This design comes from an exercise in tuning for small area on the open sky130 flow, not from production work. Function was checked by simulation only, so behaviour that the tests miss may differ from the original. Power figures rest on the tool's default switching activity, not on a simulated workload.

## flow/design.v (module list and top-level ports; edited modules follow where they fit)
// module tpm_row_dec: 29 lines
// module tpm_row_dec_en: 30 lines
// module tpm_and3: 7 lines
// module tpm_nand2: 8 lines
// module tpm_inv: 7 lines
// module tpm_nand3: 7 lines
// module tpm_nor2: 8 lines
// module tpm_buf_read: 16 lines
// module tpm_ao64: 20 lines
// module tpm_nand4: 7 lines
// module tpm_or6: 12 lines
// module tpm_aoi3: 8 lines
// module tpm_data_buffer: 4564 lines
// module tpm_g_a2111o_1: 11 lines
// module tpm_g_a211o_1: 10 lines
// module tpm_g_a221o_1: 11 lines
// module tpm_g_a222oi_1: 12 lines
// module tpm_g_a22o_1: 10 lines
// module tpm_g_a311oi_1: 11 lines
// module tpm_g_a31oi_1: 10 lines
// module tpm_g_a32oi_1: 11 lines
// module tpm_g_and2_0: 8 lines
// module tpm_g_and3_1: 9 lines
// module tpm_g_and3b_1: 9 lines
// module tpm_g_and4_1: 10 lines
// module tpm_g_and4b_1: 10 lines
// module tpm_g_inv_1: 7 lines
// module tpm_g_nand2_1: 8 lines
// module tpm_g_nand2b_1: 8 lines
// module tpm_g_nand3_1: 9 lines
// module tpm_g_nand4_1: 10 lines
// module tpm_g_nor2_1: 8 lines
// module tpm_g_o211a_1: 10 lines
// module tpm_g_o21a_1: 9 lines
// module tpm_g_o21ai_0: 9 lines
// module tpm_g_o21bai_1: 9 lines
// module tpm_g_o221a_1: 11 lines
// module tpm_g_o22a_1: 10 lines
// module tpm_g_o22ai_1: 10 lines
// module tpm_g_o311ai_0: 11 lines
// module tpm_g_or2_0: 8 lines
// module tpm_g_or3_1: 9 lines
// module tpm_g_or4_1: 10 lines
// module tpm_g_xor2_1: 8 lines
// module tpm_fifo_top: 810 lines
module tpm_fifo_top(clock, reset_n, req_i, we_i, addr_i, wdata_i, rdata_o, cmd_rd_addr_i, cmd_byte_o, rsp_we_i, rsp_byte_i, exec_start_o, exec_done_i, pirq_n_o, locality_o);
  // ...
==> flow/flow/run.sh <==
#!/bin/bash
# Standard ORFS layout (the standard.sh, standard synthesis unchanged) with
# layout-only settings: small port buffers, a clock tree of clkbuf_8 (clusters of 18 sinks) without
# dummy loads, no footprint-locked resizing, plain (not timing-driven) global
# placement. make's output goes to standard.log; each ORFS step keeps its own
# log under orfs/logs.
set -euo pipefail
bash standard.sh \
	"BUFFER_PORTS_ARGS=-buffer_cell sky130_fd_sc_hd__buf_1" \
	"MATCH_CELL_FOOTPRINT=0" \
	"GPL_TIMING_DRIVEN=0" \
	"CTS_ARGS=-sink_clustering_enable -repair_clock_nets -dont_use_dummy_load -buf_list sky130_fd_sc_hd__clkbuf_8 -sink_clustering_size 18 -sink_clustering_max_diameter 70" \
	finish > standard.log 2>&1
==> flow/standard.sh <==
#!/bin/bash
# synth_recipe.tcl (not shown) runs the flow's synth.tcl, then flattens the netlist and writes it again
# the make line also repeats each setting of config.mk as NAME=value (left out here)
make -C /OpenROAD-flow-scripts/flow DESIGN_CONFIG=/design/flow/config.mk WORK_HOME=/design/flow/orfs CLKGATE_MAP_FILE= SYNTH_SCRIPT=/design/flow/synth_recipe.tcl "${@:-finish}"
==> flow/config.mk <==
export PLATFORM = sky130hd
export DESIGN_NAME = tpm_fifo_top
export DESIGN_NICKNAME = tpm_fifo_top
export VERILOG_FILES = /design/flow/design.v
export SDC_FILE = /design/flow/constraint.sdc
export NUM_CORES = 4
export LEC_CHECK = 0
export CAP_MARGIN = 10
export CORE_MARGIN = 2
export CORE_UTILIZATION = 55
export SETUP_SLACK_MARGIN = 0.2
export SLEW_MARGIN = 10
export SYNTH_HIERARCHICAL = 1
==> flow/constraint.sdc <==
create_clock -name core_clock -period 5.0 [get_ports {clock}]
set_input_delay 1.0000 -clock core_clock [delete_from_list [all_inputs] [get_ports {clock}]]
set_output_delay 1.0000 -clock core_clock [all_outputs]
set_load 0.01 [all_outputs]
==> results_dict.tcl, run 1 <==
set metrics [dict create \
    synth_cell_types 36 \
    post_drt_wl_per_cell_um 28.2 \
    critical_path_buf_inv_count 3 \
    bufAreaShareNonClock_pct 2.02 \
    numPlacedInstances 3274 \
    use_met1_pct 39.3 \
    max_stage_delay_ns 0.64 \
    cp.depth 9 \
    synth-seq-cells 1077 \
    clockBufferDepth 3 \
    clk_pin_slew_ns 0.11 \
    finalCritPeriodShare_pct 94.9 \
    maxCapViolCount 0 \
    seq_cell_count 1077 \
    p_sw_mw 2.78 \
    cts_made_buffers 71 \
    syn-instance-count 2233 \
    firstDrtPassIters 9 \
    synth_fa_ha_area_share_pct 0 \
    gr-usage-met2_pct 36.7 \
    pg_comb_mw 0.294 \
    status "no timing/DRC/antenna violations" \
    grt_use_total_pct 25.2 \
    portBuffers 66 \
    ys_seq_area_share_pct 81.2 \
]
==> run 2, diff against run 1 <==
==> flow/flow/run.sh (replaced) <==
#!/bin/bash
# The standard layout (standard.sh; the standard synthesis unchanged) with
# layout-only settings: buf_1 port buffers; a clock tree of clkbuf_8 in
# clusters of up to 18 sinks, without dummy loads; resizing not locked to the
# cell footprint; global placement not timing-driven. make's output goes to
# standard.log here; each ORFS step keeps its own log under orfs/logs.
set -euo pipefail
bash standard.sh \
	"BUFFER_PORTS_ARGS=-buffer_cell sky130_fd_sc_hd__buf_1" \
	"MATCH_CELL_FOOTPRINT=0" \
	"GPL_TIMING_DRIVEN=0" \
	"CTS_ARGS=-sink_clustering_enable -repair_clock_nets -dont_use_dummy_load -buf_list sky130_fd_sc_hd__clkbuf_8 -sink_clustering_size 18 -sink_clustering_max_diameter 70" \
	finish > standard.log 2>&1
==> run 2 against run 1 <==
Effect of this change:
- critical path type unchanged
- core utilization did not move
- die area did not move
- critical endpoint unchanged
- via count did not move
- critical path depth did not move
- clock-buffer cell count did not move
- synthesized cell count did not move
- global-route usage did not move
- register-to-register slack barely moved
- still clean
==> results_dict.tcl, run 2 <==
set metrics [dict create \
    synth-seq-cells 1077 \
    drcViolationCount 0 \
    rsz0062_at_grt "false" \
    clock_latency_ns 0.68 \
    die_h_um 272 \
    maxCapViolCount 0 \
    register_area_um2 32100 \
    num_io_pins 67 \
    worst_slack_ns 0.255 \
    async_reset_ff_share_pct 4.74 \
    nets 2443 \
    crit_fanout 8 \
    final_util_pct 59.8 \
    fin_crit_ns 4.75 \
    grt_use_total_pct 25.2 \
    cp-end-kind "primary output" \
    final_common_cell "edfxtp_1" \
    firstDrtPassIters 9 \
    post_drt_wl_per_cell_um 28.2 \
    yosysMostFrequentCell "edfxtp_1" \
    finalCritPeriodShare_pct 94.9 \
    fillers 5282 \
    arrival_ns 3.75 \
    grt_max_degree 70 \
    synth_cell_types 36 \
    synth_common_cells "edfxtp_1 (1,024), a222oi_1 (340), nor2_1 (251)" \
    yosysWarnings 8 \
    grt_pass1_vias 21800 \
    critPathKind "in2out" \
    critical_path_required_ns 4.00 \
    wirelength_um 94400 \
    peakVddDrop_uv 225 \
    portBuffers 66 \
    clockBufferDepth 3 \
    ctsHtreeMaxLevel 3 \
    place.gp.congestion 0.889 \
    worst_pin_slew_ns 0.867 \
    syn_nets 2277 \
    setup-tns-final_ns 0 \
    grt_pass1_wl_um 139000 \
    power_mw 13.9 \
    area_delta_synth_final_pct 7.77 \
    slew_headroom_pct 41.8 \
    cts_root_buf "clkbuf_8" \
    yosysTopAreaCellShare_pct 77.8 \
    dpl.hpwl_um 62600 \
    synth_edf_count 1024 \
    grt-ovfl-total 0 \
    ant_nets 0 \
    cts_made_buffers 71 \
    start_util_pct 55.5 \
    rr_startpoint "r_loc_change" \
    drtIter0Drc 4311 \
    hold_viol 0 \
    postSynthAreaPerCell_um2 17.7 \
    antenna_found_initial 7 \
    final_cell_mix "edfxtp_1 (1,024), a222oi_1 (340), nor2_1 (248)" \
    setup_violations 0 \
    synth_top_area_cell "edfxtp_1" \
    ys_seq_area_share_pct 81.2 \
    pre_cts_slack_ns -0.201 \
    route.detailed.vias_per_inst 6.86 \
    critPathLaunchType "primary input" \
    synth_ff_type "edfxtp_1" \
    die_x_um 272 \
    timing.fmax_mhz 211 \
    synth_area_um2 39500 \
    fp.coreArea_um2 71200 \
    vias 23000 \
    cts_tree "yes" \
    status "no timing/DRC/antenna violations" \
    die_area_um2 74000 \
    clkSinkCount 1077 \
    drive_gt1_share_pct 6.09 \
    crit_start "cmd_rd_addr_i[0]" \
    skew_ns 0.0686 \
    syn-instance-count 2233 \
    multi_input_area_um2 7090 \
    num_rows 98 \
    synthTopCellsByArea "edfxtp_1 (78%), a222oi_1 (8.6%), nor2_1 (2.4%)" \
    min_path_type "in2async" \
    p_per_area_nw_per_um2 327 \
    drv_slew 0 \
    holdBufCountCts 0 \
    clk_pin_slew_ns 0.11 \
    p_leak_nw 13.1 \
]
## run 2: path summary, 6_finish.rpt
kind	to	slack (ns)	depth (start not counted)
max in group asynchronous	r_rdata_o_4	4.12	2
hold / removal	r_loc_change	0.23	1
hold reg to reg	i_tpm_data_buffer.r_rsp_flat_29	0.37	0
setup / recovery	cmd_byte_o[6]	0.25	9
setup reg to reg	i_tpm_data_buffer.r_cmd_flat_371	0.96	11
min in group core_clock	i_tpm_data_buffer.r_rsp_flat_29	0.37	0
## run 2: through the flow
stage / area [um^2] / instances / hold WS [ns]
2_1_floorplan: 39500 / 2233 / 0.376
3_3_place_gp: 41000 / 3249 / 0.384
3_5_place_dp: 41500 / 3274 / 0.392
4_1_cts: 42500 / 3345 / 0.184
5_1_grt: 42600 / 3351 / 0.217
6_report: 42600 / 3351 / 0.225
## run 2: layout make-up
| type | instances | share of cell area (%) |
|---|---|---|
| Sequential cell | 1077 | 75.4 |
| Clock buffer | 71 | 2.30 |
| Antenna cell | 4 | 0.0235 |
| Inverter | 96 | 0.855 |
| Tap cell | 950 | 2.79 |
| Timing Repair Buffer | 92 | 1.88 |
| Multi-Input combinational cell | 1053 | 16.7 |
| Buffer | 8 | 0.141 |
## run 2: timing repair
item | in CTS | in global routing
pin swaps | 0 | 2
resized for setup | 5 | 5
setup buffers | 0 | 1
cloned | 0 | 1
endpoints found under the setup margin | 2 | 10
## run 2: worst max-delay path, stage by stage
cell and delay (ns):
buf_1 0.26, inv_1 0.22, nand3_2 0.43, nor2_1 0.28
a222oi_1 0.64, nand4_1 0.31, nor2_1 0.28, nand3_1 0.15
buf_1 0.17
## run 2: kinds of logic after synthesis
logic type | count (synthesis) | synth area share [%]
xor gates and xnor gates | 1 | 0.0222
AOI/OAI and AO/OA | 443 | 10.3
buffers and inverters | 104 | 1.06
DFF | 1077 | 81.2
and+or+nand+nor | 608 | 7.38
## run 2: layer usage
layer  global-route usage [%]  wire length [um]  up-vias
li1                         -                 -     9923
met4                     5.78              1810        0
met5                        0                 0        -
met1                     39.3             41100    11700
met3                     5.42              9340      127
met2                     36.7             42200     1214
## run 2: power by group
part | internal [mW] | switching (mW) | total [mW]
clock network | 1.28 | 2.55 | 3.83
registers | 9.78 | 0.000115 | 9.78
logic | 0.0657 | 0.228 | 0.294
## run 2: per-module statistics from Yosys (local to each module, per instance), a selection
module	flip-flops and latches	cells inside	times used	cell area (um^2)
tpm_g_a22o_1	0	1	2	8.76
tpm_g_and2_0	0	1	3	6.26
tpm_g_and3_1	0	1	4	6.26
tpm_g_and3b_1	0	1	1	8.76
tpm_g_and4_1	0	1	1	8.76
tpm_g_inv_1	0	1	78	3.75
tpm_g_nand3_1	0	1	37	5.00
tpm_g_o21a_1	0	1	2	7.51
tpm_g_o221a_1	0	1	5	11.3
tpm_g_or2_0	0	1	4	6.26
tpm_g_or4_1	0	1	8	7.51
tpm_nor2	0	1	176	3.75
==> run 3, diff against run 2 <==
--- a/flow/config.mk
+++ b/flow/config.mk
@@ -7,7 +7,7 @@
 export LEC_CHECK = 0
 export CAP_MARGIN = 10
 export CORE_MARGIN = 2
-export CORE_UTILIZATION = 55
+export CORE_UTILIZATION = 70
 export SETUP_SLACK_MARGIN = 0.2
 export SLEW_MARGIN = 10
 export SYNTH_HIERARCHICAL = 1
==> run 3 against run 2 <==
Effect of this change:
- die area shrank 21%
- setup slack lost 0.040 ns
- global-route usage grew 5.4 points
- critical path type unchanged
- largest power group unchanged
==> results_dict.tcl, run 3 <==
set metrics [dict create \
    status "no timing/DRC/antenna violations" \
    p_per_area_nw_per_um2 327 \
    wl_met2_um 40500 \
    die_x_um 242 \
    fin_area_um2 42200 \
    firstDrtPassIters 9 \
    yosysMostFrequentCell "edfxtp_1" \
    comb_power_share_pct 2.0 \
    p_seq_share_pct 70.9 \
    synth_ff_type "edfxtp_1" \
    drive_gt1_share_pct 5.85 \
    place_area_um2 41200 \
    final_common_cell "edfxtp_1" \
    synth_cell_types 36 \
    yosysWarnings 8 \
    final_cell_mix "edfxtp_1 (1,024), a222oi_1 (340), nor2_1 (249)" \
    async_reset_ff_share_pct 4.74 \
    place.gp.congestion 0.897 \
    setup-tns-final_ns 0 \
    worst_pin_slew_ns 1.12 \
    synth-seq-cells 1077 \
    grt_pass1_vias 22200 \
    top_layer "met4" \
    die_area_um2 58400 \
    grt_pass1_wl_um 135000 \
    cp-end-kind "primary output" \
    vias 23100 \
    fin_crit_ns 4.78 \
    reg2reg_slack_ns 0.99 \
    nets 2438 \
    rsz0062_at_grt "false" \
    grt-ovfl-total 0 \
    cts_made_buffers 70 \
    arrival_ns 3.78 \
    die_h_um 242 \
    synth_common_cells "edfxtp_1 (1,024), a222oi_1 (340), nor2_1 (251)" \
    clockBufferDepth 3 \
    synthTopCellsByArea "edfxtp_1 (78%), a222oi_1 (8.6%), nor2_1 (2.4%)" \
    cts_tree "yes" \
    skew_ns 0.0645 \
    dpl.hpwl_um 59300 \
    p_int_mw 11.1 \
    min_path_type "in2async" \
    clkSinkCount 1077 \
    wirelength_um 89700 \
    yosysTopAreaCellShare_pct 77.8 \
    swShare_pct 19.5 \
    holdBufCountCts 0 \
    setup_violations 0 \
    synth_top_area_cell "edfxtp_1" \
    rr_startpoint "r_loc_change" \
    area_delta_synth_final_pct 6.87 \
    peakVddDrop_uv 270 \
    synth_area_um2 39500 \
    synth_edf_count 1024 \
    ys_seq_area_share_pct 81.2 \
    route.met3.wl_um 11500 \
    clockPowerShare_pct 27.1 \
    postSynthAreaPerCell_um2 17.7 \
    route.detailed.vias_per_inst 7.33 \
    start_util_pct 70.5 \
    crit_fanout 8 \
    critPathLaunchType "primary input" \
    critical_path_required_ns 4.00 \
    critical_path.reg2reg.endpoint "i_tpm_data_buffer.r_cmd_flat_473" \
    grt_max_degree 47 \
    num_rows 87 \
    maxCapViolCount 0 \
    num_io_pins 67 \
    clk_pin_slew_ns 0.09 \
    drv_slew 0 \
    p_sw_mw 2.69 \
    fp.coreArea_um2 56100 \
    drcViolationCount 0 \
    cts_root_buf "clkbuf_8" \
    syn_nets 2277 \
    clock_latency_ns 0.69 \
    antenna_found_initial 1 \
    m1WireLength_um 35500 \
    portBuffers 66 \
    ctsHtreeMaxLevel 3 \
    p_leak_nw 13.1 \
    grt_use_total_pct 30.6 \
    critPathKind "in2out" \
    timing.fmax_mhz 209 \
    post_drt_wl_per_cell_um 28.5 \
    ant_nets 0 \
    finalCritPeriodShare_pct 95.7 \
    hold_viol 0 \
    drtIter0Drc 4532 \
    slew_headroom_pct 24.9 \
    syn-instance-count 2233 \
    worst-r2r-cell-count 12 \
]
-- run 3: power groups by stage --
stage	clock (mW)	sequential, mW	combinational, mW
floorplan	0	9.99	0.0870
global placement	0	10.0	0.243
detailed placement	0	9.99	0.271
CTS	3.81	9.78	0.271
global route	4.11	9.78	0.297
finish	3.74	9.78	0.280
-- run 3: worst max path at each step --
stage | startpoint | to | cells past startpoint
after floorplan | i_tpm_data_buffer.r_rsp_top_3 | i_tpm_data_buffer.r_rsp_empty_o | 15
after global placement | i_tpm_data_buffer.r_rsp_top_3 | i_tpm_data_buffer.r_rsp_empty_o | 15
after detailed placement | addr_i[15] | i_tpm_data_buffer.r_cmd_flat_465 | 15
after CTS | cmd_rd_addr_i[0] | cmd_byte_o[6] | 9
after global routing | cmd_rd_addr_i[0] | cmd_byte_o[2] | 8
final | cmd_rd_addr_i[0] | cmd_byte_o[2] | 8
-- run 3: kinds of logic (layout without fill, tap and decap cells) --
family,count (synthesis),in the layout,share of synthesized area (%)
simple gates,608,608,7.38
buf+inv,104,263,1.06
compound gates,443,443,10.3
flops,1077,1077,81.2
other cells,0,3,0
xor+xnor,1,1,0.0222
-- run 3: per-module statistics from Yosys, one instance, submodules excluded, excerpt --
module	flip-flops and latches	copies in the design	cell area (um^2)	cells
tpm_g_nand2_1	0	37	3.75	1
tpm_g_a221o_1	0	2	10.0	1
tpm_g_a2111o_1	0	1	11.3	1
tpm_g_a222oi_1	0	4	10.0	1
tpm_g_and3_1	0	4	6.26	1
tpm_g_o311ai_0	0	1	8.76	1
tpm_g_nand2b_1	0	4	6.26	1
tpm_g_o22ai_1	0	11	6.26	1
tpm_g_a31oi_1	0	6	6.26	1
tpm_g_or4_1	0	8	7.51	1
tpm_g_nand4_1	0	13	6.26	1
tpm_and3	0	80	6.26	1
tpm_g_nor2_1	0	75	3.75	1
tpm_g_o21a_1	0	2	7.51	1
tpm_g_and4b_1	0	1	10.0	1
-- run 3: cell type report --
class                      count  area [um^2]
antenna                        3         7.51
buffer                         8         60.1
inverter                      96          364
clock buffer                  70          963
fill                        3266        13800
timing repair buffer          89          727
sequential                  1077        32100
multi-input combinational   1052         7070
tap                          756          946
-- run 3: per-layer routing --
layer,vias up,track usage [%]
met4,0,9.01
met2,1478,44.5
met5,-,0
met1,11500,46.9
li1,9910,-
met3,155,7.86
-- run 3: critical path, cell delays in order --
cell and delay [ns]:
buf_1 0.16, nand3_1 0.67, nor2_1 0.38, a222oi_1 0.56, nand4_1 0.31, nor2_1 0.42, nand3_1 0.13, buf_1 0.16
-- run 3: what timing repair did --
item / CTS / global route
setup endpoints to repair: 0 / 6
gates resized for setup: 0 / 7
setup buffers: 0 / 0
-- run 3: through the flow --
stage                     worst slack [ns]  instances  total power, mW  util, %  hold WS (ns)
final                                0.215       3151             13.8     75.3         0.258
after detailed placement           -0.0601       3078             10.3     73.5         0.397
after global placement               -8.37       3055             10.2     72.7         0.386
after CTS                            0.257       3148             13.9     75.2         0.220
after global routing                 0.203       3149             14.2     75.3         0.255
after floorplan                      -5.85       2233             10.1        -         0.376

-- afterwards: timing with drivers on the ports --
In the flow no input, the clock included, has a driving cell. The finished layouts below were timed again as built, in two steps.
Step 1: set_driving_cell puts a clkbuf_16 on clock and a buf_2 on each other input, an assumption about the parent block.
Step 2 times the ports against the registers' clock, not the clock port: input delays grow and output delays shrink by t, the midpoint of the rising clock arrivals with the driver on.
Slacks: no drivers / after step 1 / after step 2; pairs: no drivers / after step 1.
| run | t (ns) | setup slack, ns | worst setup path at the end | cell pins on the clock port's net |
|---|---|---|---|---|
| run 1 | 0.722 | 0.255 / 0.233 / -0.111 | input to register | 1 |
| run 2 | 0.722 | 0.255 / 0.233 / -0.111 | input to register | 1 |
| run 3 | 0.724 | 0.215 / 0.186 / -0.089 | input to register | 1 |
Met with ideal ports but missed after step 2: setup timing in every run listed.
